Background: an optimization exercise with open tools, aiming at small area, a short achievable clock period and few clock cycles. Do not read the settings as production practice.
In this exercise RTL edits were held to simulation tests only and were not proved equivalent to the original.
Power is estimated from default activity; no workload was simulated.

[flow/config.mk]
export PLATFORM = sky130hd
export DESIGN_NAME = esfaBenchmark
export DESIGN_NICKNAME = esfaBenchmark
export VERILOG_FILES = /design/flow/design.v
export SDC_FILE = /design/flow/constraint.sdc
export NUM_CORES = 4
export LEC_CHECK = 0
export CAP_MARGIN = 20
export CORE_MARGIN = 2
export CORE_UTILIZATION = 40
export SLEW_MARGIN = 20
[flow/constraint.sdc]
create_clock -name core_clock -period 8.0 [get_ports {clk}]
set_input_delay 1.6000 -clock core_clock [delete_from_list [all_inputs] [get_ports {clk}]]
set_output_delay 1.6000 -clock core_clock [all_outputs]
set_load 0.01 [all_outputs]
[flow/design.v]
package esfaPkg;
  typedef enum logic [7:0] {
    opWrite = 8'h00,
    opClear = 8'h01,
    opRead  = 8'h02,
    opFind  = 8'h03,
    opCount = 8'h04
  } esfaOpT;
  typedef struct packed {
    logic [15:0] spareHigh;
    logic [7:0]  expectedValue;
    esfaOpT      selector;
    logic [7:0]  newValue;
    logic [7:0]  newIndex;
    logic [7:0]  handle;
    logic [4:0]  spareLow;
    logic        endOfProgram;
    logic        expectedBool;
    logic        isMutating;
  } programWordT;
  localparam int StoredBits = 24;
  localparam logic [2:0] kindWrite = 3'd0;
  localparam logic [2:0] kindClear = 3'd1;
  localparam logic [2:0] kindRead  = 3'd2;
  localparam logic [2:0] kindFind  = 3'd3;
  localparam logic [2:0] kindCount = 3'd4;
  localparam logic [2:0] kindOther = 3'd5;
  localparam logic [2:0] kindEnd   = 3'd7;
  typedef struct packed {
    logic       isEnd;
    logic       isWrite;
    logic       isClear;
    logic       isRead;
    logic       isFind;
    logic       isCount;
    logic       checked;
    logic [1:0] handle;
    logic [3:0] index;
    logic [7:0] value;
    logic       expectedBool;
    logic [7:0] expectedValue;
  } stepT;
  function automatic logic [StoredBits-1:0] encodeWord(programWordT w);
    logic [2:0] kind;
    logic       checked;
    logic [StoredBits-1:0] e;
    if (w.endOfProgram)                kind = kindEnd;
    else if (w.selector == 8'h00)    kind = kindWrite;
    else if (w.selector == 8'h01)    kind = kindClear;
    else if (w.selector == 8'h02)     kind = kindRead;
    else if (w.selector == 8'h03)     kind = kindFind;
    else if (w.selector == 8'h04)    kind = kindCount;
    else                               kind = kindOther;
    checked = !w.isMutating && !w.endOfProgram;
    if (kind == kindWrite && checked) begin
      e = {1'b1, w.handle[1:0], w.newIndex[3:0], w.newValue,
                    w.expectedBool, w.expectedValue};
    end else begin
      e = {1'b0, checked, kind, w.handle[1:0],
                    (kind == kindRead) ? {4'd0, w.newIndex[3:0]} : w.newValue,
                    w.expectedBool,
                    (kind == kindWrite) ? {4'd0, w.newIndex[3:0]} : w.expectedValue};
    end
    encodeWord = e;
  endfunction
  function automatic stepT decodeWord(logic [StoredBits-1:0] e);
    logic [2:0] kind;
    stepT       d;
    kind = e[21:19];
    d.value         = e[16:9];
    d.expectedBool  = e[8];
    d.expectedValue = e[7:0];
    if (e[23]) begin
      d.isEnd   = 1'b0;
      d.isWrite = 1'b1;
      d.isClear = 1'b0;
      d.isRead  = 1'b0;
      d.isFind  = 1'b0;
      d.isCount = 1'b0;
      d.checked = 1'b1;
      d.handle  = e[22:21];
      d.index   = e[20:17];
    end else begin
      d.isEnd   = (kind == kindEnd);
      d.isWrite = (kind == kindWrite);
      d.isClear = (kind == kindClear);
      d.isRead  = (kind == kindRead);
      d.isFind  = (kind == kindFind);
      d.isCount = (kind == kindCount);
      d.checked = e[22];
      d.handle  = e[18:17];
      d.index   = (kind == kindWrite) ? e[3:0] : e[12:9];
    end
    decodeWord = d;
  endfunction
  function automatic stepT stepOf(programWordT w);
    logic isEnd;
    stepT s;
    isEnd = w.endOfProgram;
    s.isEnd         = isEnd;
    s.isWrite       = !isEnd && (w.selector == 8'h00);
    s.isClear       = !isEnd && (w.selector == 8'h01);
    s.isRead        = !isEnd && (w.selector == 8'h02);
    s.isFind        = !isEnd && (w.selector == 8'h03);
    s.isCount       = !isEnd && (w.selector == 8'h04);
    s.checked       = !isEnd && !w.isMutating;
    s.handle        = w.handle[1:0];
    s.index         = w.newIndex[3:0];
    s.value         = w.newValue;
    s.expectedBool  = w.expectedBool;
    s.expectedValue = w.expectedValue;
    stepOf = s;
  endfunction
  typedef struct packed {
    logic       flag;
    logic [7:0] value;
  } esfaResultT;
endpackage
`timescale 1ns/100ps
module programStore (
  input  logic                           clk,
  input  logic                           load,
  input  logic [6-1:0] loadAddress,
  input  esfaPkg::programWordT           loadWord,
  input  logic [6-1:0] readAddress,
  output esfaPkg::stepT                  readStep
);
  logic [esfaPkg::StoredBits-1:0] words [64];
  logic [esfaPkg::StoredBits-1:0] loadStored;
  assign loadStored = esfaPkg::encodeWord(loadWord);
  always_ff @(posedge clk) begin
    if (load) begin
      words[loadAddress] <= loadStored;
    end
  end
  assign readStep = esfaPkg::decodeWord(words[readAddress]);
endmodule
`timescale 1ns/100ps
module esfaStore (
  input  logic                 clk,
  input  logic                 reset,
  input  esfaPkg::stepT        step,
  input  logic                 execute,    
  input  logic                 track,      
  input  logic                 restore,    
  output esfaPkg::esfaResultT  result
);
  localparam int Entries = 16;
  logic [Entries-1:0][7:0] entries [4];
  logic [Entries-1:0][7:0] shadow  [4];
  esfaPkg::esfaResultT     shadowResult;
  logic [Entries-1:0][7:0] handleRow;
  logic [7:0]              oldEntry;
  logic                    findHit;
  logic [3:0]              findIndex;
  logic [4:0]              setCount;
  esfaPkg::esfaResultT     queryResult;
  assign handleRow = entries[step.handle];
  assign oldEntry  = handleRow[step.index];
  always_comb begin
    findHit   = 1'b0;
    findIndex = 4'd0;
    for (int i = Entries - 1; i >= 0; i--) begin
      if (handleRow[i] == step.value) begin
        findHit   = 1'b1;
        findIndex = 4'(i);
      end
    end
  end
  always_comb begin
    setCount = '0;
    for (int i = 0; i < Entries; i++) begin
      setCount = setCount + 5'(handleRow[i] != 8'd0);
    end
  end
  always_comb begin
    if (step.isRead) begin
      queryResult.flag  = (oldEntry != 8'd0);
      queryResult.value = oldEntry;
    end else if (step.isFind) begin
      queryResult.flag  = findHit;
      queryResult.value = findHit ? {4'd0, findIndex} : 8'hFF;
    end else begin
      queryResult.flag  = (setCount != 5'd0);
      queryResult.value = {3'd0, setCount};
    end
  end
  always_ff @(posedge clk) begin
    for (int h = 0; h < 4; h++) begin
      for (int i = 0; i < Entries; i++) begin
        if (!reset) begin
          entries[h][i] <= 8'd0;
        end else if (restore) begin
          entries[h][i] <= shadow[h][i];
        end else if (execute && step.handle == 2'(h)) begin
          if (step.isClear) begin
            entries[h][i] <= 8'd0;
          end else if (step.isWrite && step.index == 4'(i)) begin
            entries[h][i] <= step.value;
          end
        end
      end
    end
  end
  always_ff @(posedge clk) begin
    if (restore) begin
      result <= shadowResult;
    end else if (execute && (step.isRead || step.isFind || step.isCount)) begin
      result <= queryResult;
    end
  end
  always_ff @(posedge clk) begin
    if (track) begin
      for (int h = 0; h < 4; h++) begin
        shadow[h] <= entries[h];
      end
      shadowResult <= result;
    end
  end
endmodule
`timescale 1ns/100ps
module benchmarkRunner (
  input  logic                           clk,
  input  logic                           reset,
  input  logic                           doRun,
  input  logic                           load,
  input  logic [6-1:0] loadAddress,
  input  esfaPkg::programWordT           loadWord,
  output logic [6-1:0] readAddress,
  input  esfaPkg::stepT                  readStep,
  output esfaPkg::stepT                  exStep,
  output logic                           execute,
  output logic                           track,
  output logic                           restore,
  input  esfaPkg::esfaResultT            result,
  output logic                           isRunning,
  output logic                           wasSuccessful,
  output logic [6-1:0] failStep
);
  localparam int AW = 6;
  logic [AW-1:0]       nextAddress;
  logic                exValid;
  logic [AW-1:0]       exAddress;
  logic                ckValid;
  logic [AW-1:0]       ckAddress;
  esfaPkg::esfaResultT ckExpected;
  logic                dirty;
  logic                full;
  logic                stopped;
  logic                stopPass;
  logic [AW-1:0]       stopStep;
  logic                runHeld;
  logic                startRun;
  logic                fail;
  logic                endNow;
  logic                stopNow;
  logic                take;
  logic                invalid;
  logic                finish;
  assign readAddress = nextAddress;
  assign startRun = !isRunning && doRun && !runHeld;
  assign fail    = ckValid && (result != ckExpected);
  assign execute = exValid && !stopped && !fail;
  assign endNow  = execute && exStep.isEnd;
  assign stopNow = fail || endNow;
  assign invalid = !isRunning && load && (full || loadAddress < nextAddress);
  assign take    = !isRunning && load && !full && !stopped &&
                   (loadAddress == nextAddress);
  assign restore = reset && invalid;
  assign track = !dirty;
  assign finish = isRunning && (stopped || stopNow);
  always_ff @(posedge clk) begin
    if (!reset) begin
      nextAddress   <= '0;
      exValid       <= 1'b0;
      ckValid       <= 1'b0;
      dirty         <= 1'b0;
      full          <= 1'b0;
      stopped       <= 1'b0;
      isRunning     <= 1'b0;
      wasSuccessful <= 1'b1;
      failStep      <= '0;
      runHeld       <= 1'b0;
    end else begin
      if (!doRun) begin
        runHeld <= 1'b0;
      end
      ckValid    <= execute && exStep.checked;
      ckAddress  <= exAddress;
      ckExpected <= {exStep.expectedBool, exStep.expectedValue};
      if (execute) begin
        exValid <= 1'b0;
        if (!isRunning) begin
          dirty <= 1'b1;
        end
      end
      if (fail) begin
        stopped  <= 1'b1;
        stopPass <= 1'b0;
        stopStep <= ckAddress;
      end else if (endNow) begin
        stopped  <= 1'b1;
        stopPass <= 1'b1;
        stopStep <= '0;
      end
      if (isRunning) begin
        if (finish) begin
          isRunning     <= 1'b0;
          wasSuccessful <= stopped ? stopPass : endNow;
          failStep      <= stopped ? stopStep : (fail ? ckAddress : '0);
          nextAddress   <= '0;
          exValid       <= 1'b0;
          ckValid       <= 1'b0;
          stopped       <= 1'b0;
          dirty         <= 1'b0;
          full          <= 1'b0;
        end else begin
          exStep      <= readStep;
          exValid     <= 1'b1;
          exAddress   <= nextAddress;
          nextAddress <= nextAddress + 1'b1;
        end
      end else if (startRun) begin
        runHeld     <= 1'b1;
        isRunning   <= 1'b1;
        exStep      <= readStep;
        exValid     <= 1'b1;
        exAddress   <= nextAddress;
        nextAddress <= nextAddress + 1'b1;
      end else if (invalid) begin
        dirty       <= 1'b0;
        full        <= 1'b0;
        stopped     <= 1'b0;
        ckValid     <= 1'b0;
        exValid     <= 1'b0;
        nextAddress <= '0;
        if (loadAddress == '0) begin
          exStep      <= esfaPkg::stepOf(loadWord);
          exValid     <= 1'b1;
          exAddress   <= '0;
          nextAddress <= AW'(1);
        end
      end else if (take) begin
        exStep      <= esfaPkg::stepOf(loadWord);
        exValid     <= 1'b1;
        exAddress   <= nextAddress;
        nextAddress <= nextAddress + 1'b1;
        if (&nextAddress) begin
          full <= 1'b1;
        end
      end
    end
  end
endmodule
`timescale 1ns/100ps
module esfaBenchmark (
  input  logic                           clk,
  input  logic                           reset,
  input  logic                           load,
  input  logic [6-1:0] loadAddress,
  input  esfaPkg::programWordT           loadWord,
  input  logic                           doRun,
  output logic                           isRunning,
  output logic                           wasSuccessful,
  output logic [6-1:0] failStep
);
  logic [6-1:0] readAddress;
  esfaPkg::stepT                  readStep;
  esfaPkg::stepT                  exStep;
  logic                           execute;
  logic                           track;
  logic                           restore;
  esfaPkg::esfaResultT            result;
  programStore programMemory (
    .clk        (clk),
    .load       (load),
    .loadAddress(loadAddress),
    .loadWord   (loadWord),
    .readAddress(readAddress),
    .readStep   (readStep)
  );
  esfaStore store (
    .clk    (clk),
    .reset  (reset),
    .step   (exStep),
    .execute(execute),
    .track  (track),
    .restore(restore),
    .result (result)
  );
  benchmarkRunner runner (
    .clk          (clk),
    .reset        (reset),
    .doRun        (doRun),
    .load         (load),
    .loadAddress  (loadAddress),
    .loadWord     (loadWord),
    .readAddress  (readAddress),
    .readStep     (readStep),
    .exStep       (exStep),
    .execute      (execute),
    .track        (track),
    .restore      (restore),
    .result       (result),
    .isRunning    (isRunning),
    .wasSuccessful(wasSuccessful),
    .failStep     (failStep)
  );
endmodule
[flow/run.sh]
#!/bin/bash
# synth_recipe.tcl (not shown) runs the flow's synth.tcl, then flattens the netlist and writes it again
# the make line also repeats each setting of config.mk as NAME=value (left out here)
make -C /OpenROAD-flow-scripts/flow DESIGN_CONFIG=/design/flow/config.mk WORK_HOME=/design/flow/orfs CLKGATE_MAP_FILE= SYNTH_SCRIPT=/design/flow/synth_recipe.tcl finish
==> flow_summary.yaml, run 1 <==
run_status:
  status: "timing/DRC/antenna clean"
global_routing:
  grt_max_degree: 193
  grt_pass1_vias: 61316
  grt_pass1_wl_mm: 427.0
  track_usage_pct: 21.06
  overflow: 0
  antenna_found_initial: 8
timing:
  setup_viol: 0
  slew_headroom_pct: 10.30
  drv_slew: 0
  rsz0062_at_grt: "no"
  tightest_slew_ns: 1.333
  holdWs_ns: 0.4179
  setup_tns_ns: 0
  finalHoldViolations: 0
  period_needed_ns: 6.766
  fin_skew_ns: 0.03186
  fmax_ghz: 0.1478
  post-route-period-util_pct: 84.58
placed_design:
  routabilityCongestion: 0.8913
  hpwl_mm: 165.3
  io_buffers: 50
layout:
  nets: 6413
  n_fill_cell: 22562
  drive_gt1_share_pct: 20.29
  seqCellArea_sq_um: 74570
  area_growth_pct: 12.83
  multi_input_area_sq_um: 30130
setup_path:
  cp_slowest_cell: "edfxtp_1"
  critPathMaxFanout: 16
  crit_path_end: "store.result[1]"
  critical_path_buf_inv_count: 2
  startpoint_type: "flip-flop"
  critPathArrivalTime_ns: 7.34
  r2r-end: "store.result[1]"
  r2r_slack_ns: 1.23
  cp-startpoint: "runner.exStep[21]"
  reg2regPathDepth: 16
  path_class: "flip-flop to flip-flop"
  path_delay_family: "adder cells"
  end_kind: "flip-flop"
  cp_common_cell: "fa_1"
  crit_cells: 16
  crit_required_ns: 8.57
  path_cells: "buf_4 > mux2i_1 > mux2i_1 > nor4_1 > nand4_1 > ha_1 > fa_1 > fa_1 > fa_1 > inv_1 > fa_1 > fa_1 > fa_1 > nor2b_1 > nor3_1 > a221o_1"
  r2r-start: "runner.exStep[21]"
  max_stage_delay_ns: 1.01
logic_synthesis:
  synth.most_common_cell: "edfxtp_1"
  synth_top_area_cell: "edfxtp_1"
  synth_edf_count: 2124
  synth_cells: 6369
  synth_ff_type: "edfxtp_1"
  ys_seq_area_share_pct: 70.03
  yosys.area.top_type_share_pct: 59.91
  synth-seq-cells: 2662
  ys_top_cells_by_count: "edfxtp_1, a21oi_1, mux4_2"
  synthesis.nets: 6465
  synthArstFlopShare_pct: 0
  synthTopCellsByArea: "edfxtp_1, mux4_2, dfxtp_1"
  yosysUniqueCellTypes: 77
  ys_warn_count: 5
  avgSynthCellArea_sq_um: 16.72
  synth_area_sq_um: 106500
floorplan:
  coreArea_sq_um: 264900
  dieArea_sq_um: 270300
  start_util_pct: 40.20
  rows: 189
  ios: 82
  die_w_um: 519.9
  die_y_um: 519.9
clock_tree:
  htreeDepth: 5
  ctsHoldBuffers: 0
  clock_latency_ns: 0.84
  cts_made_buffers: 272
  cts_setup_buffers: 0
  path_clk_slew_ns: 0.06
  clk_path_buf_depth: 4
  clock-sinks: 2662
  cts_resized: 0
  cts_tree: "yes"
  cts_root_buffer: "clkbuf_16"
route:
  wl_per_cell_um: 29.00
  drt-vias-per-instance: 6.120
  drc_errors: 0
  via_count: 61573
  wl_mm: 291.8
  postRouteAntennaNets: 0
  drt_iter0_markers: 7341
  dr.pass1.iters: 5
power:
  ir_drop_mv: 0.3568
  powerDensity_nw_per_um2: 276.0
  power.leakage_nw: 37.44
  finalPower_mw: 33.15
min_path:
  min_path_type: "flip-flop to flip-flop"
run:
  max_cap_viol_count: 0
## placed cells by master, fill, tap and decap left out, types with 64 or more instances in the layout
master     netlist  layout
clkbuf_1       377      64
nor2_1         136      74
mux4_2         626     626
nand2_1        125     125
a21oi_1       1074    1073
clkbuf_16        0     284
dfxtp_1        538     533
xnor2_1        113     113
and2_1          76      68
edfxtp_1      2124    2124
buf_4           18     148
a211oi_1       521     517
## state kept, by name (all words and copies together) (netlist names), 6 cells and up, named ones only
name and flops:
store.shadow 512, store.entries 512, store.result 9, store.shadowResult 9, runner.nextAddress 6, runner.exStep 30, runner.ckAddress 6, programMemory.words 1536
runner.failStep 6, runner.stopStep 6, runner.exAddress 6, runner.ckExpected 9
## metrics by stage
| stage | instances | instance area, sq um | utilization [%] | setup slack [ns] |
|---|---|---|---|---|
| 6_report | 10061 | 120100 | 45.35 | 1.234 |
| 5_1_grt | 10058 | 120100 | 45.35 | 1.007 |
| 4_1_cts | 10054 | 120000 | 45.29 | 1.295 |
| 3_5_place_dp | 9572 | 111300 | 42.03 | 1.334 |
| 3_3_place_gp | 9567 | 111200 | 41.98 | 1.390 |
| 2_1_floorplan | 6369 | 106500 | - | -0.5635 |
## logic make-up after synthesis
logic type,synth area share (%)
AND/OR/NAND/NOR,2.517
buffers and inverters,2.351
multiplexers,13.65
flip-flops,70.03
adder cells (fa/ha/maj),0.3291
XOR/XNOR,1.111
AO/OA/AOI/OAI,10.02
## worst min path at each step
stage | startpoint | cells after the start | slack (ns) | endpoint
2_1_floorplan | runner.exAddress[0] | 0 | 0.40 | runner.ckAddress[0]
3_3_place_gp | runner.exStep[8] | 0 | 0.40 | runner.ckExpected[8]
3_5_place_dp | runner.exAddress[2] | 0 | 0.41 | runner.ckAddress[2]
4_1_cts | runner.exAddress[2] | 0 | 0.42 | runner.ckAddress[2]
5_1_grt | runner.exStep[0] | 0 | 0.43 | runner.ckExpected[0]
6_report | runner.exAddress[2] | 0 | 0.42 | runner.ckAddress[2]
## cell type report
cell class / instances / share of cell area (%)
Multi-Input combinational cell: 3118 / 25.08
Tap cell: 3533 / 3.680
Clock buffer: 369 / 6.357
Inverter: 36 / 0.1219
Clock inverter: 113 / 0.8354
Antenna cell: 3 / 0.006250
Timing Repair Buffer: 227 / 1.835
Sequential cell: 2662 / 62.08
## power by group
group	internal (mW)	total, mW	switching, mW
registers	15.8	16.2	0.370
clock network	7.22	12.5	5.27
logic	1.75	4.44	2.69
## per-layer routing
metal	track usage, %	share of wire [%]	routed length (um)
met5	0	0.0041	12
met4	6.737	3.4	9969
met3	2.899	7.0	20420
met2	34.03	48	140400
met1	29.56	41	121100
Testbench counts, summed over its fixed seeds: cycles 15,097.
==> inputs of run 2 (changes only) <==
--- a/flow/design.v
+++ b/flow/design.v
@@ -133,7 +133,18 @@
       words[loadAddress] <= loadStored;
     end
   end
-  assign readStep = esfaPkg::decodeWord(words[readAddress]);
+  logic [64-1:0]      readSelect;
+  logic [esfaPkg::StoredBits-1:0] readStored;
+  always_comb begin
+    for (int a = 0; a < 64; a++) begin
+      readSelect[a] = (readAddress == 6'(a));
+    end
+    readStored = '0;
+    for (int a = 0; a < 64; a++) begin
+      readStored = readStored | (words[a] & {esfaPkg::StoredBits{readSelect[a]}});
+    end
+  end
+  assign readStep = esfaPkg::decodeWord(readStored);
 endmodule
 `timescale 1ns/100ps
 module esfaStore (
@@ -149,6 +160,8 @@
   logic [Entries-1:0][7:0] entries [4];
   logic [Entries-1:0][7:0] shadow  [4];
   esfaPkg::esfaResultT     shadowResult;
+  logic [4-1:0][4:0] counts;
+  logic [4-1:0][4:0] shadowCounts;
   logic [Entries-1:0][7:0] handleRow;
   logic [7:0]              oldEntry;
   logic                    findHit;
@@ -167,12 +180,7 @@
       end
     end
   end
-  always_comb begin
-    setCount = '0;
-    for (int i = 0; i < Entries; i++) begin
-      setCount = setCount + 5'(handleRow[i] != 8'd0);
-    end
-  end
+  assign setCount = counts[step.handle];
   always_comb begin
     if (step.isRead) begin
       queryResult.flag  = (oldEntry != 8'd0);
@@ -203,6 +211,25 @@
     end
   end
   always_ff @(posedge clk) begin
+    for (int h = 0; h < 4; h++) begin
+      if (!reset) begin
+        counts[h] <= 5'd0;
+      end else if (restore) begin
+        counts[h] <= shadowCounts[h];
+      end else if (execute && step.handle == 2'(h)) begin
+        if (step.isClear) begin
+          counts[h] <= 5'd0;
+        end else if (step.isWrite) begin
+          if (oldEntry == 8'd0 && step.value != 8'd0) begin
+            counts[h] <= counts[h] + 5'd1;
+          end else if (oldEntry != 8'd0 && step.value == 8'd0) begin
+            counts[h] <= counts[h] - 5'd1;
+          end
+        end
+      end
+    end
+  end
+  always_ff @(posedge clk) begin
     if (restore) begin
       result <= shadowResult;
     end else if (execute && (step.isRead || step.isFind || step.isCount)) begin
@@ -215,6 +242,7 @@
         shadow[h] <= entries[h];
       end
       shadowResult <= result;
+      shadowCounts <= counts;
     end
   end
 endmodule
@@ -256,6 +284,7 @@
   logic                stopNow;
   logic                take;
   logic                invalid;
+  logic                restorePending;
   logic                finish;
   assign readAddress = nextAddress;
   assign startRun = !isRunning && doRun && !runHeld;
@@ -266,8 +295,8 @@
   assign invalid = !isRunning && load && (full || loadAddress < nextAddress);
   assign take    = !isRunning && load && !full && !stopped &&
                    (loadAddress == nextAddress);
-  assign restore = reset && invalid;
-  assign track = !dirty;
+  assign restore = restorePending;
+  assign track   = !dirty;
   assign finish = isRunning && (stopped || stopNow);
   always_ff @(posedge clk) begin
     if (!reset) begin
@@ -281,7 +310,12 @@
       wasSuccessful <= 1'b1;
       failStep      <= '0;
       runHeld       <= 1'b0;
+      restorePending <= 1'b0;
     end else begin
+      restorePending <= invalid;
+      if (restorePending) begin
+        dirty <= 1'b0;
+      end
       if (!doRun) begin
         runHeld <= 1'b0;
       end
@@ -328,18 +362,11 @@
         exAddress   <= nextAddress;
         nextAddress <= nextAddress + 1'b1;
       end else if (invalid) begin
-        dirty       <= 1'b0;
         full        <= 1'b0;
         stopped     <= 1'b0;
         ckValid     <= 1'b0;
         exValid     <= 1'b0;
         nextAddress <= '0;
-        if (loadAddress == '0) begin
-          exStep      <= esfaPkg::stepOf(loadWord);
-          exValid     <= 1'b1;
-          exAddress   <= '0;
-          nextAddress <= AW'(1);
-        end
       end else if (take) begin
         exStep      <= esfaPkg::stepOf(loadWord);
         exValid     <= 1'b1;
==> flow_summary.yaml, run 2 <==
layout:
  mostFrequentLayoutCells: "edfxtp_1, nand2_1, a22oi_1"
  area_growth_pct: 14.27
  drive_gt1_share_pct: 13.48
  nets: 7279
  final_cell_count_no_fill: 10792
  top_register: "programMemory.words"
  seqCellArea_sq_um: 75460
  n_fill_cell: 22521
  largest_reg_flops: 1536
  mostFrequentLayoutCell: "edfxtp_1"
  final_cell_area_sq_um: 119500
  largestRegisters: "programMemory.words (1536), store.entries (512), store.shadow (512)"
  multi_input_area_sq_um: 28180
logic_synthesis:
  ys_seq_area_share_pct: 72.16
  synth_area_sq_um: 104600
  ys_warn_count: 5
  synthArstFlopShare_pct: 0
  synth.most_common_cell: "edfxtp_1"
  avgSynthCellArea_sq_um: 14.75
  synth_top_area_cell: "edfxtp_1"
  synth-seq-cells: 2697
  synth_edf_count: 2144
  yosys.area.top_type_share_pct: 61.57
  synth_ff_type: "edfxtp_1"
  yosysUniqueCellTypes: 86
  synthesis.nets: 7189
  synth_cells: 7088
  synthTopCellsByArea: "edfxtp_1, dfxtp_1, o211a_1"
  ys_top_cells_by_count: "edfxtp_1, nand2_1, a22oi_1"
timing:
  holdWs_ns: 0.4104
  post-route-period-util_pct: 79.85
  finalHoldViolations: 0
  period_needed_ns: 6.388
  setup_viol: 0
  slew_headroom_pct: 15.87
  rsz0062_at_grt: "no"
  drv_slew: 0
  fmax_ghz: 0.1565
  fin_skew_ns: 0.05544
  tightest_slew_ns: 1.262
  worst_slack_ns: 1.612
setup_path:
  path_class: "flip-flop to flip-flop"
  critPathMaxFanout: 17
  startpoint_type: "flip-flop"
  end_kind: "flip-flop"
  reg2regPathDepth: 18
  crit_required_ns: 8.79
  critPathArrivalTime_ns: 7.18
floorplan:
  start_util_pct: 40.26
  rows: 187
  dieArea_sq_um: 265500
  coreArea_sq_um: 259700
  ios: 82
  die_w_um: 515.3
  die_y_um: 515.3
clock_tree:
  cts_root_buffer: "clkbuf_16"
  cts_made_buffers: 283
  htreeDepth: 5
  clk_path_buf_depth: 4
  clock-sinks: 2697
  cts_tree: "yes"
  cts_setup_buffers: 0
  ctsHoldBuffers: 0
  clock_latency_ns: 0.94
  path_clk_slew_ns: 0.06
  cts_resized: 0
placed_design:
  routabilityCongestion: 0.8848
  io_buffers: 50
  hpwl_mm: 203.7
  post-place-ws_ns: 1.780
  placed_area_sq_um: 110400
  numPlacedInstances: 10287
run:
  max_cap_viol_count: 0
route:
  drt-vias-per-instance: 6.437
  wl_per_cell_um: 34.95
  drc_errors: 0
  postRouteAntennaNets: 0
  via_count: 69472
  dr.pass1.iters: 7
  drt_iter0_markers: 12056
  wl_mm: 377.2
global_routing:
  antenna_found_initial: 12
  grt_pass1_vias: 64037
  grt_pass1_wl_mm: 514.9
  track_usage_pct: 27.69
  overflow: 0
  grt_max_degree: 179
min_path:
  hold_path_depth: 0
  min_path_type: "flip-flop to flip-flop"
power:
  powerDensity_nw_per_um2: 267.8
  finalPower_mw: 32.00
  ir_drop_mv: 0.2689
  power.leakage_nw: 45.52
run_status:
  status: "timing/DRC/antenna clean"
==> run 2: kinds of logic after synthesis <==
kind of cell / share of synthesized area, %
xor+xnor: 1.290
mux: 3.098
simple gates: 6.283
fa+ha+maj: 0.3518
compound gates: 14.77
flops: 72.16
buf+inv: 2.046
==> run 2: stage by stage <==
stage / util (%) / setup TNS (ns)
after floorplan: - / -466.59
after global placement: 42.45 / 0
after detailed placement: 42.51 / 0
after CTS: 45.90 / 0
after global routing: 46.00 / 0
final: 46.01 / 0
==> run 2: critical path, stage by stage (launching register included) <==
cell      delay, ns
edfxtp_1       0.92
buf_4          0.49
mux4_2         0.60
a22o_1         0.25
a221oi_1       0.44
o22ai_1        0.26
or3_1          0.46
or4_1          0.55
nor2_1         0.26
ha_1           0.21
buf_4          0.21
inv_1          0.26
ha_1           0.41
a21o_1         0.18
a21oi_1        0.20
xnor2_1        0.11
a22oi_1        0.18
nand2_1        0.09
o211a_1        0.15
==> run 2: worst paths after layout <==
| path | startpoint | endpoint | slack [ns] |
|---|---|---|---|
| min | runner.exAddress[0] | runner.ckAddress[0] | 0.41 |
| max reg2reg | runner.exStep[21] | store.counts[4] | 1.61 |
| max | runner.exStep[21] | store.counts[4] | 1.61 |
| min reg2reg | runner.exAddress[0] | runner.ckAddress[0] | 0.41 |
==> run 2: layer usage <==
layer  vias to the layer above  wire length (um)  track usage [%]
met2                      5147            168200            42.49
met3                      1322             48540            7.556
met1                     34885            134500            35.27
met5                         -                62                0
met4                        10             25890            15.97
li1                      28108                 -                -
==> run 2: final cells by class <==
cell class | count | share of cell area (%)
sequential | 2697 | 63.15
antenna | 9 | 0.01885
clock buffer | 383 | 6.567
clock inverter | 105 | 0.7896
tap | 3402 | 3.563
multi-input combinational | 3860 | 23.59
inverter | 38 | 0.1225
timing repair buffer | 298 | 2.199
==> run 2: where the power goes <==
group	internal, mW	switching (mW)	leakage, nW
Sequential	16.0	0.315	25.2
Combinational	0.869	2.04	16.0
Clock	7.38	5.42	4.29
Testbench counts of run 2, summed over its fixed seeds: cycles 15,097.

==> afterwards: timing with drivers on the ports <==
In the flow no input, the clock included, has a driving cell. The finished layouts below were timed again as built, in two steps. Step 1 assumes that a clkbuf_16 drives the clock port and a buf_2 every other input. Step 2 times the ports against the registers' clock, not the clock port: input delays grow and output delays shrink by t, the midpoint of the rising clock arrivals with the driver on. Slacks: ideal ports / drivers / drivers and shift; pairs: ideal ports / drivers.
run | shift t [ns] | setup slack, ns | hold slack, ns | worst setup path at the end | slew at the worst register clock pin (ns)
run 1 | 0.921 | 1.234 / 1.234 / 1.234 | 0.418 / 0.418 / 0.418 | register to register | 0.07 / 0.07
run 2 | 1.019 | 1.612 / 1.612 / 1.612 | 0.410 / 0.410 / 0.410 | register to register | 0.07 / 0.07
After both steps setup and hold are still met in every run listed.
